From an optimization exercise on the open Yosys and OpenROAD flow, aimed at small area and a short achievable clock period; shortcuts taken in it are not production practice.
Function was checked by simulation only, so behaviour that the tests miss may differ from the original.
Power is estimated from default activity; no workload was simulated.

==> run a <==
==> flow/design.v (excerpt) <==
module rv32Core #(
    parameter logic [31:0] resetVector = '0
) (
    input  logic        clk,
    input  logic        reset,
    output logic [31:0] pc,
    input  logic [31:0] instruction,
    output logic        we,
    output logic [31:0] addressToMem,
    output logic [31:0] dataToMem,
    input  logic [31:0] dataFromMem
);
==> module rv32Core, before the edit <==
module rv32Core #(
    parameter logic [31:0] resetVector = '0
) (
    input  logic        clk,
    input  logic        reset,
    output logic [31:0] pc,
    input  logic [31:0] instruction,
    output logic        we,
    output logic [31:0] addressToMem,
    output logic [31:0] dataToMem,
    input  logic [31:0] dataFromMem
);
    logic [6:0] op;
    logic [2:0] f3;
    logic [6:0] f7;
    assign op = instruction[6:0];
    assign f3 = instruction[14:12];
    assign f7 = instruction[31:25];
    logic isR, f7Base, f7Alt;
    logic rAdd, rSub, rAnd, rSlt, rSll, rSrl, rSra;
    logic isAddi, isLw, isSw, isBeq, isBlt, isLui, isAuipc, isJal, isJalr;
    assign isR    = (op == 7'b0110011);
    assign f7Base = (f7 == 7'b0000000);
    assign f7Alt  = (f7 == 7'b0100000);
    assign rAdd   = isR & f7Base & (f3 == 3'b000);
    assign rSub   = isR & f7Alt  & (f3 == 3'b000);
    assign rAnd   = isR & f7Base & (f3 == 3'b111);
    assign rSlt   = isR & f7Base & (f3 == 3'b010);
    assign rSll   = isR & f7Base & (f3 == 3'b001);
    assign rSrl   = isR & f7Base & (f3 == 3'b101);
    assign rSra   = isR & f7Alt  & (f3 == 3'b101);
    assign isAddi = (op == 7'b0010011) & (f3 == 3'b000);
    assign isLw   = (op == 7'b0000011) & (f3 == 3'b010);
    assign isSw   = (op == 7'b0100011) & (f3 == 3'b010);
    assign isBeq  = (op == 7'b1100011) & (f3 == 3'b000);
    assign isBlt  = (op == 7'b1100011) & (f3 == 3'b100);
    assign isLui  = (op == 7'b0110111);
    assign isAuipc = (op == 7'b0010111);
    assign isJal  = (op == 7'b1101111);
    assign isJalr = (op == 7'b1100111) & (f3 == 3'b000);
    logic regWrite;
    assign regWrite = ~reset & (rAdd | rSub | rAnd | rSlt | rSll | rSrl | rSra |
                                isAddi | isLw | isLui | isAuipc | isJal | isJalr);
    assign we = ~reset & isSw;
    logic [31:0] rs1, rs2, wd;
    logic [31:0] regs [1:31];
    logic [31:1] sel1, sel2;
    logic [4:0]  rdAddr;
    logic [31:0] rs1n, rs2n;
    assign rs1 = ~rs1n;
    assign rs2 = ~rs2n;
    assign rdAddr = instruction[11:7];
    genvar gi, gb;
    generate
        for (gi = 1; gi < 32; gi++) begin : g_reg
            always_ff @(posedge clk)
                if (regWrite && rdAddr == gi[4:0])
                    regs[gi] <= wd;
            assign sel1[gi] = (instruction[19:15] == gi[4:0]);
            assign sel2[gi] = (instruction[24:20] == gi[4:0]);
        end
        for (gb = 0; gb < 32; gb++) begin : g_bit
            logic [31:1] col;
            for (gi = 1; gi < 32; gi++) begin : g_col
                assign col[gi] = regs[gi][gb];
            end
            rsPort p1 (.sel(sel1), .d(col), .yn(rs1n[gb]));
            rsPort p2 (.sel(sel2), .d(col), .yn(rs2n[gb]));
        end
    endgenerate
    logic [11:0] immIS;
    logic [31:0] addrSum;
    assign immIS = {instruction[31:25],
                    (~op[6] & op[5]) ? instruction[11:7] : instruction[24:20]};
    addrAdd addA (.a(rs1), .an(rs1n), .imm(immIS), .s(addrSum));
    assign addressToMem = addrSum;
    assign dataToMem    = rs2;
    logic        doSub, lt, eq;
    logic [31:0] sumB, shRes;
    assign doSub = ~op[4] | instruction[30] | instruction[13];
    addSub  addB (.an(rs1n), .bn(rs2n), .sub(doSub), .sum(sumB), .lt(lt), .eq(eq));
    shifter sh0  (.a(rs1), .sh(rs2[4:0]), .left(rSll), .arith(rSra), .r(shRes));
    logic [31:0] pcPlus4, immUJB, pcSum, nextPc;
    logic        takeBranch;
    pcInc inc0 (.pc(pc[31:2]), .s(pcPlus4[31:2]));
    assign pcPlus4[1:0] = pc[1:0];
    always_comb begin
        if (op[2] & ~op[3])           
            immUJB = {instruction[31:12], 12'b0};
        else if (op[3])               
            immUJB = {{12{instruction[31]}}, instruction[19:12], instruction[20],
                      instruction[30:21], 1'b0};
        else                          
            immUJB = {{20{instruction[31]}}, instruction[7], instruction[30:25],
                      instruction[11:8], 1'b0};
    end
    pcAdd pcA (.pc(isLui ? 32'b0 : pc), .imm(immUJB), .s(pcSum));
    assign takeBranch = isJal | (isBeq & eq) | (isBlt & lt);
    always_comb begin
        if (isJalr)
            nextPc = {addrSum[31:1], 1'b0};
        else if (takeBranch)
            nextPc = pcSum;
        else
            nextPc = pcPlus4;
    end
    logic [31:1] pcQ;
    always_ff @(posedge clk)
        if (reset) pcQ <= resetVector[31:1];
        else       pcQ <= nextPc[31:1];
    assign pc = {pcQ, 1'b0};
    logic [8:0]  wbSel;
    logic [31:0] andv;
    assign andv = ~(rs1n | rs2n);
    assign wbSel[0] = isR & (f3 == 3'b000);                  
    assign wbSel[1] = isR & (f3 == 3'b101);                  
    assign wbSel[2] = isR & (f3 == 3'b001);                  
    assign wbSel[3] = isR & (f3 == 3'b111);                  
    assign wbSel[4] = (op == 7'b0010011);                    
    assign wbSel[5] = (op == 7'b0000011);                    
    assign wbSel[6] = op[6] & op[2];                         
    assign wbSel[7] = ~op[6] & op[4] & op[2];                
    assign wbSel[8] = isR & (f3 == 3'b010);                  
    wbBit9 wb0 (.d({lt, pcSum[0], pcPlus4[0], dataFromMem[0], addrSum[0], andv[0],
                    shRes[31], shRes[0], sumB[0]}),
                .s(wbSel), .y(wd[0]));
    genvar gw;
    generate
        for (gw = 1; gw < 32; gw++) begin : g_wb
            wbBit8 wb (.d({pcSum[gw], pcPlus4[gw], dataFromMem[gw], addrSum[gw], andv[gw],
                           shRes[31-gw], shRes[gw], sumB[gw]}),
                       .s(wbSel[7:0]), .y(wd[gw]));
        end
    endgenerate
endmodule
export LEC_CHECK = 0
export CAP_MARGIN = 20
export CORE_MARGIN = 2
export CORE_UTILIZATION = 50
export SETUP_SLACK_MARGIN = 3.0
export SLEW_MARGIN = 20
export SYNTH_HIERARCHICAL = 1
export SYNTH_MINIMUM_KEEP_SIZE = 0
create_clock -name core_clock -period 11.0 [get_ports {clk}]
run.sh (not shown) runs the stock make flow with config.mk's settings and CLKGATE_MAP_FILE= SYNTH_SCRIPT=/design/flow/synth_recipe.tcl, a recipe that flattens the netlist after the stock synthesis.
==> run b (differences from run a) <==
--- a/flow/design.v
+++ b/flow/design.v
@@ -1138,7 +1138,12 @@
                     (~op[6] & op[5]) ? instruction[11:7] : instruction[24:20]};
     addrAdd addA (.a(rs1), .an(rs1n), .imm(immIS), .s(addrSum));
     assign addressToMem = addrSum;
-    assign dataToMem    = rs2;
+    genvar gd;
+    generate
+        for (gd = 0; gd < 32; gd++) begin : g_dm
+            lInv dmInv (.a(rs2n[gd]), .y(dataToMem[gd]));
+        end
+    endgenerate
     logic        doSub, lt, eq;
     logic [31:0] sumB, shRes;
     assign doSub = ~op[4] | instruction[30] | instruction[13];
==> flow/flow/run.sh (new file) <==
#!/bin/bash
# The standard layout, with the port buffers inserted as buf_4 instead of the
# resizer's default pick (a slow delay buffer that later repair cannot swap).
set -euo pipefail
bash standard.sh 'BUFFER_PORTS_ARGS=-buffer_cell sky130_fd_sc_hd__buf_4' finish > standard_make.log 2>&1
==> flow/standard.sh (new file) <==
#!/bin/bash
# synth_recipe.tcl (not shown) runs the flow's synth.tcl, then flattens the netlist and writes it again
# the make line also repeats each setting of config.mk as NAME=value (left out here)
make -C /OpenROAD-flow-scripts/flow DESIGN_CONFIG=/design/flow/config.mk WORK_HOME=/design/flow/orfs CLKGATE_MAP_FILE= SYNTH_SCRIPT=/design/flow/synth_recipe.tcl "${@:-finish}"
- SETUP_SLACK_MARGIN: 3.0 -> 3.5
removed: flow/run.sh
==> qor summary <==
metric	run b	run a
Signed area change from the synthesized netlist to the final layout	24.8%	24.7%
Global-route wire length before repair	309000 um	311000 um
Final Core Density	62.9%	63.1%
Critical path's largest stage delay	0.74 ns	0.68 ns
Count of buffers added by post-CTS timing repair for setup	211	177
Fraction of the mapped netlist area in compound gates	17.9%	17.9%
Tot Pwr	0.0100 W	0.0101 W
Hpwl dp	147000 um	145000 um
Wire length on met1	78800 um	78200 um
Combined area of all synthesized cells	0.0512 mm^2	0.0508 mm^2
Reg2Reg Depth	17	12
Capturing element of the worst setup path	addressToMem[27]	dataToMem[7]
Area of combinational cells with multiple inputs	0.0221 mm^2	0.0213 mm^2
Tcrit/Tclk final	74.7%	73.9%
Count of multi-input gates	2593	2618
Simple-Gate Fraction of Synth Area	11.2%	10.7%
Combinational Power	0.00221 W	0.00207 W
Placed cell area	0.0564 mm^2	0.0563 mm^2
Clock network power consumption	0.00352 W	0.00375 W
Worst setup slack for register-to-register paths	5.30 ns	5.51 ns
GRT Resource Usage Total	42.2%	42.7%
Run status	no timing/DRC/antenna violations	no timing/DRC/antenna violations
Via/cell ratio	7.37	7.41

* * *

==> v39 <==
rv32Core, a different RTL version from the one above (not shown whole).
==> flow/config.mk <==
export PLATFORM = sky130hd
export DESIGN_NAME = rv32Core
export DESIGN_NICKNAME = rv32Core
export VERILOG_FILES = /design/flow/design.v
export SDC_FILE = /design/flow/constraint.sdc
export NUM_CORES = 4
export LEC_CHECK = 0
export CAP_MARGIN = 20
export CORE_MARGIN = 2
export CORE_UTILIZATION = 50
export SETUP_SLACK_MARGIN = 3.6
export SLEW_MARGIN = 20
export SYNTH_HIERARCHICAL = 1
export SYNTH_MINIMUM_KEEP_SIZE = 0
export TNS_END_PERCENT = 10
==> flow/constraint.sdc <==
create_clock -name core_clock -period 11.0 [get_ports {clk}]
set_input_delay 2.2000 -clock core_clock [delete_from_list [all_inputs] [get_ports {clk}]]
set_output_delay 2.2000 -clock core_clock [all_outputs]
set_load 0.01 [all_outputs]
standard.sh (not shown) runs the stock make flow with config.mk's settings and CLKGATE_MAP_FILE= SYNTH_SCRIPT=/design/flow/synth_recipe.tcl, a recipe that flattens the netlist after the stock synthesis.
==> flow/flow/run.sh <==
#!/bin/bash
# The standard layout, with the port buffers inserted as buf_4 instead of the
# resizer's default pick (a slow delay buffer that later repair cannot swap).
set -euo pipefail
bash standard.sh 'BUFFER_PORTS_ARGS=-buffer_cell sky130_fd_sc_hd__buf_4' finish > standard_make.log 2>&1
==> v25: changes against v39 <==
--- a/flow/config.mk
+++ b/flow/config.mk
@@ -14,2 +14 @@
 export SYNTH_MINIMUM_KEEP_SIZE = 0
-export TNS_END_PERCENT = 10
==> v13: changes against v39 <==
==> flow/run.sh (new file) <==
#!/bin/bash
# synth_recipe.tcl (not shown) runs the flow's synth.tcl, then flattens the netlist and writes it again
# the make line also repeats each setting of config.mk as NAME=value (left out here)
make -C /OpenROAD-flow-scripts/flow DESIGN_CONFIG=/design/flow/config.mk WORK_HOME=/design/flow/orfs CLKGATE_MAP_FILE= SYNTH_SCRIPT=/design/flow/synth_recipe.tcl finish
--- a/flow/config.mk
+++ b/flow/config.mk
@@ -9,4 +9,4 @@
 export CORE_MARGIN = 2
-export CORE_UTILIZATION = 50
-export SETUP_SLACK_MARGIN = 3.6
+export CORE_UTILIZATION = 60
+export SETUP_SLACK_MARGIN = 3.0
 export SLEW_MARGIN = 20
@@ -14,2 +14 @@
 export SYNTH_MINIMUM_KEEP_SIZE = 0
-export TNS_END_PERCENT = 10
removed: flow/flow/run.sh
removed: flow/standard.sh
==> reports/results.tsv <==
metric	value	unit
outcome	finished clean	
grtUsageMet3	14.5	%
worstPathMaxFanout	8	
layoutNonFillerInstCount	5992	
final-max-slew-violation-count	0	
power.static_leakage	22.6	nW
route.met3.wl	35400	um
vias	44600	
largest_net_degree_at_the_start_of_global_routing	64	
fill_cells	7868	
insertedDiodeCount	6	
gpl_wtd_cong	1.01	
switchingPower	2.99	mW
That was v39.
==> reports/results.tsv <==
metric	value	unit
outcome	finished clean	
worstPathMaxFanout	21	
layoutNonFillerInstCount	5704	
largest_net_degree_at_the_start_of_global_routing	70	
fill_cells	5424	
route.met3.wl	41600	um
insertedDiodeCount	1	
That was v13.
==> reports/results.tsv <==
metric	value	unit
largest_net_degree_at_the_start_of_global_routing	70	
gpl_wtd_cong	1.01	
power.static_leakage	22.8	nW
final-max-slew-violation-count	2	
vias	44900	
worstPathMaxFanout	6	
outcome	failed layout checks	
switchingPower	3.00	mW
failed_layout_checks	max-slew violations	
grtUsageMet3	13.1	%
insertedDiodeCount	6	
route.met3.wl	36500	um
layoutNonFillerInstCount	6003	
That was v25.

==> separate check: timing with driven ports <==
Ports are ideal in the flow. The routed layouts listed here were re-timed in OpenROAD.
Step 1, drivers: a clkbuf_16 drives clk and a buf_2 each remaining input, both assumed.
Step 2 times the ports against the registers' clock, not the clock port: input delays grow and output delays shrink by t, the midpoint of the rising clock arrivals with the driver on.
Slacks: no drivers / after step 1 / after step 2; pairs: no drivers / after step 1.
| run | t, ns | setup slack, ns | worst data-port slew with drivers (ns) |
|---|---|---|---|
| run a | 0.784 | 2.874 / 2.703 / 2.270 | 0.29 |
| run b | 0.793 | 2.788 / 2.507 / 2.507 | 0.34 |
| v39 | 0.789 | 2.835 / 2.516 / 2.048 | 0.41 |
| v25 | 0.795 | 2.843 / 2.460 / 2.365 | 0.43 |
| v13 | 0.768 | 2.762 / 2.514 / 1.884 | 0.43 |
The setup slack of v13, which loses most, moves by -0.248 ns with the drivers and by -0.878 ns with both steps.
